This is an optimization exercise on Yosys and OpenROAD, whose aim is small area, not a production implementation. Only simulation tests tie the RTL to the original design; equivalence was not proved. No activity file was given, so power comes from the tool's default toggle rates.

Setup of run 1:
==> flow/design.v <==
`timescale 1ns / 1ps
module nsp_ram #(
  parameter int RINGS = 10,
  parameter int DEPTH = 43
) (
  input  logic       clk_i,
  input  logic       we_i,
  input  logic [3:0] wring_i,
  input  logic [7:0] wdata_i,
  input  logic [3:0] rring_i,
  output logic [7:0] rdata_o
);
  logic [7:0] tap [RINGS];
  for (genvar r = 0; r < RINGS; r++) begin : g_ring
    logic [DEPTH*8-1:0] q;
    logic [7:0]         ins;
    assign tap[r] = q[DEPTH*8-1 -: 8];
    assign ins    = (we_i && wring_i == 4'(r)) ? wdata_i : tap[r];
    always_ff @(posedge clk_i) begin
      q <= {q[(DEPTH-1)*8-1:0], ins};
    end
  end
  always_comb begin
    rdata_o = 8'h00;
    for (int r = 0; r < RINGS; r++) begin
      if (rring_i == 4'(r)) rdata_o = tap[r];
    end
  end
endmodule
`timescale 1ns / 1ps
module nmea_sentence_parser (
  input  logic       clk_i,
  input  logic       rst_ni,
  input  logic       in_valid_i,
  output logic       in_stall_o,
  input  logic       opcode_i,
  input  logic [7:0] rx_byte_i,
  input  logic [1:0] read_type_i,
  input  logic [4:0] read_field_i,
  input  logic [3:0] read_pos_i,
  output logic       out_valid_o,
  input  logic       out_stall_i,
  output logic [7:0] read_char_o,
  output logic       frame_valid_o,
  output logic       sentence_done_o,
  output logic [1:0] done_type_o
);
  localparam int DEPTH = 43;   
  localparam logic [5:0] TMR_START = 6'b000001;
  localparam logic [5:0] TMR_END   = 6'b111011;
  localparam logic [3:0] S_WAIT   = 4'd0;
  localparam logic [3:0] S_FIELDS = 4'd1;
  localparam logic [3:0] S_SUM    = 4'd2;
  localparam logic [3:0] S_DEAD   = 4'd3;    
  localparam logic [3:0] S_I0     = 4'd4;    
  localparam logic [3:0] S_I1     = 4'd5;    
  localparam logic [3:0] S_I2     = 4'd6;    
  localparam logic [3:0] S_I3G    = 4'd7;    
  localparam logic [3:0] S_I3R    = 4'd8;    
  localparam logic [3:0] S_I4GG   = 4'd9;    
  localparam logic [3:0] S_I4GS   = 4'd10;   
  localparam logic [3:0] S_I4RM   = 4'd11;   
  localparam logic [3:0] S_I5GGA  = 4'd12;   
  localparam logic [3:0] S_I5RMC  = 4'd13;   
  localparam logic [3:0] S_I5GSA  = 4'd14;   
  localparam logic [7:0] CH_DOLLAR = 8'h24;
  localparam logic [7:0] CH_COMMA  = 8'h2C;
  localparam logic [7:0] CH_STAR   = 8'h2A;
  function automatic logic [4:0] last_field(input logic [1:0] t);
    last_field = 5'd17;
    if (t == 2'd0) last_field = 5'd14;
    else if (t == 2'd1) last_field = 5'd12;
  endfunction
  logic        pend_q;         
  logic        ov_q;           
  logic        ib_op_q;        
  logic [10:0] ib_q;           
  logic [5:0]  tmr_q;          
  logic [7:0]  rchar_q;        
  logic [3:0]  st_q;
  logic [2:0]  vf_q;           
  logic [1:0]  ty_q;
  logic [4:0]  fn_q;
  logic [3:0]  ps_q;
  logic [7:0]  xr_q;           
  logic [1:0]  rot_t_q;        
  logic [4:0]  rot_f_q;        
  logic [7:0] b;
  logic [1:0] rt;
  logic [4:0] rf;
  logic [3:0] rp;
  assign b  = ib_q[7:0];
  assign rt = ib_q[10:9];
  assign rf = ib_q[8:4];
  assign rp = ib_q[3:0];
  logic is_comma, is_star, is_dollar;
  assign is_comma  = (b == CH_COMMA);
  assign is_star   = (b == CH_STAR);
  assign is_dollar = (b == CH_DOLLAR);
  logic rd_ok, wr_ok, kept, use_store, finish, accept, hit;
  assign kept      = (fn_q <= last_field(ty_q));
  assign rd_ok     = (rt != 2'd3) && (rf != 5'd0) && (rf <= last_field(rt)) && (rp < 4'd10);
  assign wr_ok     = (st_q == S_FIELDS) && kept && (ps_q < 4'd10);
  assign use_store = ib_op_q ? rd_ok : wr_ok;
  assign finish    = pend_q && (!use_store || tmr_q == TMR_END);
  assign accept    = in_valid_i && !pend_q && !ov_q;
  assign in_stall_o = pend_q || ov_q;
  logic [1:0] tgt_t;
  logic [4:0] tgt_f;
  assign tgt_t = ib_op_q ? rt : ty_q;
  assign tgt_f = ib_op_q ? rf : fn_q;
  assign hit   = pend_q && use_store && (rot_t_q == tgt_t) && (rot_f_q == tgt_f);
  logic [7:0] rdata;
  nsp_ram #(
    .RINGS (10),
    .DEPTH (DEPTH)
  ) u_store (
    .clk_i   (clk_i),
    .we_i    (hit && !ib_op_q),
    .wring_i (ps_q),
    .wdata_i ((is_comma || is_star) ? 8'h00 : b),
    .rring_i (rp),
    .rdata_o (rdata)
  );
  always_ff @(posedge clk_i) begin
    if (rot_t_q == 2'd3 || rot_f_q >= last_field(rot_t_q)) begin
      rot_f_q <= 5'd1;
      rot_t_q <= (rot_t_q == 2'd0) ? 2'd1 : (rot_t_q == 2'd1) ? 2'd2 : 2'd0;
    end else begin
      rot_f_q <= rot_f_q + 5'd1;
    end
  end
  always_ff @(posedge clk_i or negedge rst_ni) begin
    if (!rst_ni) begin
      pend_q <= 1'b0;
      ov_q   <= 1'b0;
    end else begin
      if (accept) pend_q <= 1'b1;
      else if (finish) pend_q <= 1'b0;
      if (finish) ov_q <= 1'b1;
      else if (!out_stall_i) ov_q <= 1'b0;
    end
  end
  always_ff @(posedge clk_i) begin
    tmr_q <= accept ? TMR_START : {tmr_q[4:0], tmr_q[5] ^ tmr_q[4]};
    if (accept) begin
      ib_op_q <= opcode_i;
      ib_q    <= opcode_i ? {read_type_i, read_field_i, read_pos_i} : {3'b000, rx_byte_i};
    end
    if (hit && ib_op_q) rchar_q <= rdata;
  end
  logic       is_digit;
  logic [7:0] hex_v;
  logic [7:0] xr_op;
  always_comb begin
    is_digit = (b[7:4] == 4'h3) && (b[3:0] <= 4'd9);
    hex_v    = is_digit ? {4'h0, b[3:0]} : b - 8'h37;
    xr_op    = (st_q == S_SUM) ? hex_v : b;
  end
  logic step;
  assign step = finish && !ib_op_q;
  always_ff @(posedge clk_i or negedge rst_ni) begin
    if (!rst_ni) begin
      st_q <= S_WAIT;
      vf_q <= 3'b000;
    end else if (step) begin
      case (st_q)
        S_WAIT: if (is_dollar) st_q <= S_I0;
        S_FIELDS: if (is_star) st_q <= S_SUM;
        S_SUM: if (ps_q >= 4'd2) begin
          st_q       <= S_WAIT;
          vf_q[ty_q] <= (xr_q == 8'h00);
        end
        default: begin
          if (is_comma) begin
            if (st_q == S_I5GGA || st_q == S_I5RMC || st_q == S_I5GSA) st_q <= S_FIELDS;
            else st_q <= S_WAIT;
          end else begin
            case (st_q)
              S_I0:   st_q <= (b == "G") ? S_I1 : S_DEAD;
              S_I1:   st_q <= (b == "P") ? S_I2 : S_DEAD;
              S_I2:   st_q <= (b == "G") ? S_I3G : (b == "R") ? S_I3R : S_DEAD;
              S_I3G:  st_q <= (b == "G") ? S_I4GG : (b == "S") ? S_I4GS : S_DEAD;
              S_I3R:  st_q <= (b == "M") ? S_I4RM : S_DEAD;
              S_I4GG: st_q <= (b == "A") ? S_I5GGA : S_DEAD;
              S_I4GS: st_q <= (b == "A") ? S_I5GSA : S_DEAD;
              S_I4RM: st_q <= (b == "C") ? S_I5RMC : S_DEAD;
              default: st_q <= S_DEAD;
            endcase
          end
        end
      endcase
    end
  end
  always_ff @(posedge clk_i) begin
    if (step) begin
      case (st_q)
        S_WAIT: begin
          ps_q <= 4'd0;
          if (is_dollar) begin
            fn_q <= 5'd1;
            xr_q <= 8'h00;
          end
        end
        S_FIELDS: begin
          if (is_comma) begin
            xr_q <= xr_q ^ xr_op;
            if (kept) fn_q <= fn_q + 5'd1;
            ps_q <= 4'd0;
          end else if (is_star) begin
            ps_q <= 4'd0;
          end else begin
            xr_q <= xr_q ^ xr_op;
            if (ps_q < 4'd10) ps_q <= ps_q + 4'd1;
          end
        end
        S_SUM: begin
          if (ps_q == 4'd0) begin
            xr_q[7:4] <= xr_q[7:4] - hex_v[3:0];
            ps_q      <= 4'd1;
          end else if (ps_q == 4'd1) begin
            xr_q <= xr_q ^ xr_op;
            ps_q <= 4'd2;
          end
        end
        default: begin
          xr_q <= xr_q ^ xr_op;
          if (is_comma) begin
            if (st_q == S_I5GGA) ty_q <= 2'd0;
            if (st_q == S_I5RMC) ty_q <= 2'd1;
            if (st_q == S_I5GSA) ty_q <= 2'd2;
          end
        end
      endcase
    end
  end
  logic done;
  assign done = !ib_op_q && (st_q == S_WAIT) && (ps_q == 4'd2);
  assign out_valid_o     = ov_q;
  assign read_char_o     = (ib_op_q && rd_ok) ? rchar_q : 8'h00;
  assign frame_valid_o   = ib_op_q ? ((rt != 2'd3) && vf_q[rt]) : (done && vf_q[ty_q]);
  assign sentence_done_o = done;
  assign done_type_o     = done ? ty_q : 2'd0;
endmodule
Settings: LEC_CHECK=0, CAP_MARGIN=20, CORE_MARGIN=2, CORE_UTILIZATION=60, CTS_BUF_LIST=sky130_fd_sc_hd__clkbuf_8, CTS_CLUSTER_DIAMETER=60, CTS_CLUSTER_SIZE=20, SLEW_MARGIN=20, SYNTH_MEMORY_MAX_BITS=8192; clock period 10.0 ns.
standard.sh (not shown) runs the stock make flow with config.mk's settings and CLKGATE_MAP_FILE= SYNTH_SCRIPT=/design/flow/synth_recipe.tcl, a recipe that flattens the netlist after the stock synthesis.
==> flow/flow/run.sh <==
#!/bin/bash
# Layout flow: the standard ORFS flow (standard.sh), with
#  - the standard synthesis's netlist re-mapped: every register cell is kept
#    as it is (same cell, same name), and only the combinational cells are
#    turned back into logic and mapped again by ABC for area (flow/remap.tcl,
#    ABC script flow/area.abc);
#  - clock tree synthesis clustering the register clock pins onto clkbuf_8
#    leaf buffers and inserting no dummy loads.
# Each tool's full output goes to a log file of its own in the work folder
# (ORFS also keeps one log per step under orfs/logs/).
set -euo pipefail
cd "$(dirname "$0")/.."
W=$PWD
R=$W/orfs/results/$FLOW_PLATFORM/nmea_sentence_parser/base
CTS="CTS_ARGS=-sink_clustering_enable -repair_clock_nets -buf_list sky130_fd_sc_hd__clkbuf_8 -sink_clustering_size 18 -sink_clustering_max_diameter 60 -dont_use_dummy_load"

# 1. the standard synthesis
bash standard.sh synth > flow_synth.log 2>&1
cp "$R/1_2_yosys.v" "$W/std_synth.v"

# 2. re-map its combinational logic
export DONT_USE_CELLS="$(sed -n '/DONT_USE_CELLS/,/^$/p' "$FLOW_HOME/platforms/$FLOW_PLATFORM/config.mk" | grep -oE 'sky130_fd_sc_hd__\w+' | tr '\n' ' ')"
yosys -c flow/remap.tcl -- "$W/std_synth.v" "$W/remap.v" > flow_remap.log 2>&1

# 3. the layout, from the re-mapped netlist, in one make run
rm -f "$R"/1_*
bash standard.sh "SYNTH_NETLIST_FILES=$W/remap.v" "$CTS" finish > flow_layout.log 2>&1
==> flow/flow/area.abc <==
strash
&get -n
&dch -f
&nf -R 1000
&put
strash
&get -n
&dch -f
&nf -R 1000
&put
==> flow/flow/remap.tcl <==
yosys -import
set lib $::env(FLOW_HOME)/platforms/$::env(FLOW_PLATFORM)/lib/sky130_fd_sc_hd__tt_025C_1v80.lib
set in  [lindex $argv 0]
set out [lindex $argv 1]
set dont_use {}
foreach c $::env(DONT_USE_CELLS) { lappend dont_use -dont_use $c }
read_liberty -ignore_miss_func $lib
read_verilog $in
hierarchy -top nmea_sentence_parser
# keep every sequential cell as it is; turn the combinational cells into logic
blackbox =sky130_fd_sc_hd__df* =sky130_fd_sc_hd__edf* =sky130_fd_sc_hd__sdf* =sky130_fd_sc_hd__dl* =sky130_fd_sc_hd__conb_1
flatten
opt -purge
abc -liberty $lib {*}$dont_use -script [file join [file dirname [info script]] area.abc]
opt_clean -purge
splitnets
opt_clean -purge
hilomap -singleton -hicell sky130_fd_sc_hd__conb_1 HI -locell sky130_fd_sc_hd__conb_1 LO
insbuf -buf sky130_fd_sc_hd__buf_4 A X
yosys rename -enumerate
stat -liberty $lib
write_verilog -noattr -nohex -nodec $out
The inputs of run 2 differ from those of run 1 as listed below.
==> flow/flow/run.sh <==
#!/bin/bash
# Layout flow: the standard ORFS flow (standard.sh), step by step, with
#  - the standard synthesis's netlist re-mapped: every register cell is kept
#    as it is (same cell, same name), and only the combinational cells are
#    turned back into logic and mapped again by ABC for area (flow/remap.tcl);
#  - clock tree synthesis clustering the register clock pins onto clkbuf_8
#    leaf buffers and inserting no dummy loads.
# Each tool's full output goes to a log file of its own in the work folder.
set -euo pipefail
cd "$(dirname "$0")/.."
W=$PWD
R=$W/orfs/results/$FLOW_PLATFORM/nmea_sentence_parser/base
CTS="CTS_ARGS=-sink_clustering_enable -repair_clock_nets -buf_list sky130_fd_sc_hd__clkbuf_8 -sink_clustering_size 20 -sink_clustering_max_diameter 60 -dont_use_dummy_load"

bash standard.sh synth > flow_synth.log 2>&1
cp "$R/1_2_yosys.v" "$W/std_synth.v"

export DONT_USE_CELLS="$(sed -n '/DONT_USE_CELLS/,/^$/p' "$FLOW_HOME/platforms/$FLOW_PLATFORM/config.mk" | grep -oE 'sky130_fd_sc_hd__\w+' | tr '\n' ' ')"
yosys -c flow/remap.tcl -- "$W/std_synth.v" "$W/remap.v" > flow_remap.log 2>&1

# start the flow again from the re-mapped netlist
rm -f "$R"/1_*
NET="SYNTH_NETLIST_FILES=$W/remap.v"
bash standard.sh "$NET" synth > flow_synth_remap.log 2>&1
for step in floorplan place cts route finish; do
  bash standard.sh "$NET" "$CTS" "$step" > "flow_${step}.log" 2>&1
done
--- a/flow/flow/remap.tcl
+++ b/flow/flow/remap.tcl
@@ -13,3 +13,3 @@
 opt -purge
-abc -liberty $lib {*}$dont_use -script [file join [file dirname [info script]] area.abc]
+abc -liberty $lib {*}$dont_use
 opt_clean -purge
removed: flow/flow/area.abc
Findings:
Run 2 vs run 1 on count of clock-net buffers in the final layout: run 2 is the lower one.
Overall power consumption: run 2 and run 1 compared, lower one is run 2
Taking run 1 as the reference, in run 2 sequential power saw little to no change, total wire length saw a decrease.
Going from run 1 to run 2, proportion of cell area occupied by multi-input gates increased by 0.25 points relative to the old numbers, detailed-routing iteration count for the pre-antenna-repair pass increased by 2 relative to the old numbers, part of the power in registers increased by 0.9 points relative to the old numbers, cell depth of the worst setup path decreased by 1 relative to the old numbers, core box area closely matched the old numbers.
In the flow results for run 2 and run 1, the number of buffers outside the clock class in the layout is larger on run 1.
Edits applied to the flow inputs when going from run 2 to run 3:
Settings: CORE_UTILIZATION now 70, was 60.
==> flow/run.sh (new file) <==
#!/bin/bash
# synth_recipe.tcl (not shown) runs the flow's synth.tcl, then flattens the netlist and writes it again
# the make line also repeats each setting of config.mk as NAME=value (left out here)
make -C /OpenROAD-flow-scripts/flow DESIGN_CONFIG=/design/flow/config.mk WORK_HOME=/design/flow/orfs CLKGATE_MAP_FILE= SYNTH_SCRIPT=/design/flow/synth_recipe.tcl finish
removed: flow/flow/run.sh
removed: flow/flow/remap.tcl
removed: flow/standard.sh
Findings:
Lower initial antenna violation count among run 2 and run 3: run 3. Run 3 vs run 2 — global-route wire length before repair climbed by a few percent. On synthesized area divided by synthesized cell count, the lower figure sits with run 3, not run 2. Re non-clock buffer count: run 2 was higher than run 3. Diff run 2 -> run 3: via-per-instance ratio went up; total clock buffers created by CTS went down; core footprint went down.

==> what the ideal ports hide <==
The flow's constraints put no driver on any port. The routed layouts listed below were extracted and timed again, unchanged, in two steps.
Step 1 (the two cells are an assumption about what drives the block):
set clk [get_ports {clk_i}]
set_driving_cell -lib_cell sky130_fd_sc_hd__clkbuf_16 $clk
set_driving_cell -lib_cell sky130_fd_sc_hd__buf_2 [delete_from_list [all_inputs] $clk]
Step 2 times the ports against the registers' clock, not the clock port: input delays grow and output delays shrink by t, the midpoint of the rising clock arrivals with the driver on.
Three values: ideal ports, drivers, drivers and shift; two values: the first two.
run	t, ns	setup slack, ns	worst setup path at the end	clock arrival spread, ns	worst data-port slew with drivers (ns)
run 1	0.918	4.161 / 4.097 / 5.015	register to output	0.130 / 0.130	0.06
run 2	0.934	4.373 / 4.302 / 5.237	register to output	0.101 / 0.101	0.04
run 3	0.936	3.762 / 3.690 / 4.626	register to output	0.047 / 0.046	0.08
After both steps setup and hold are still met in every run listed.
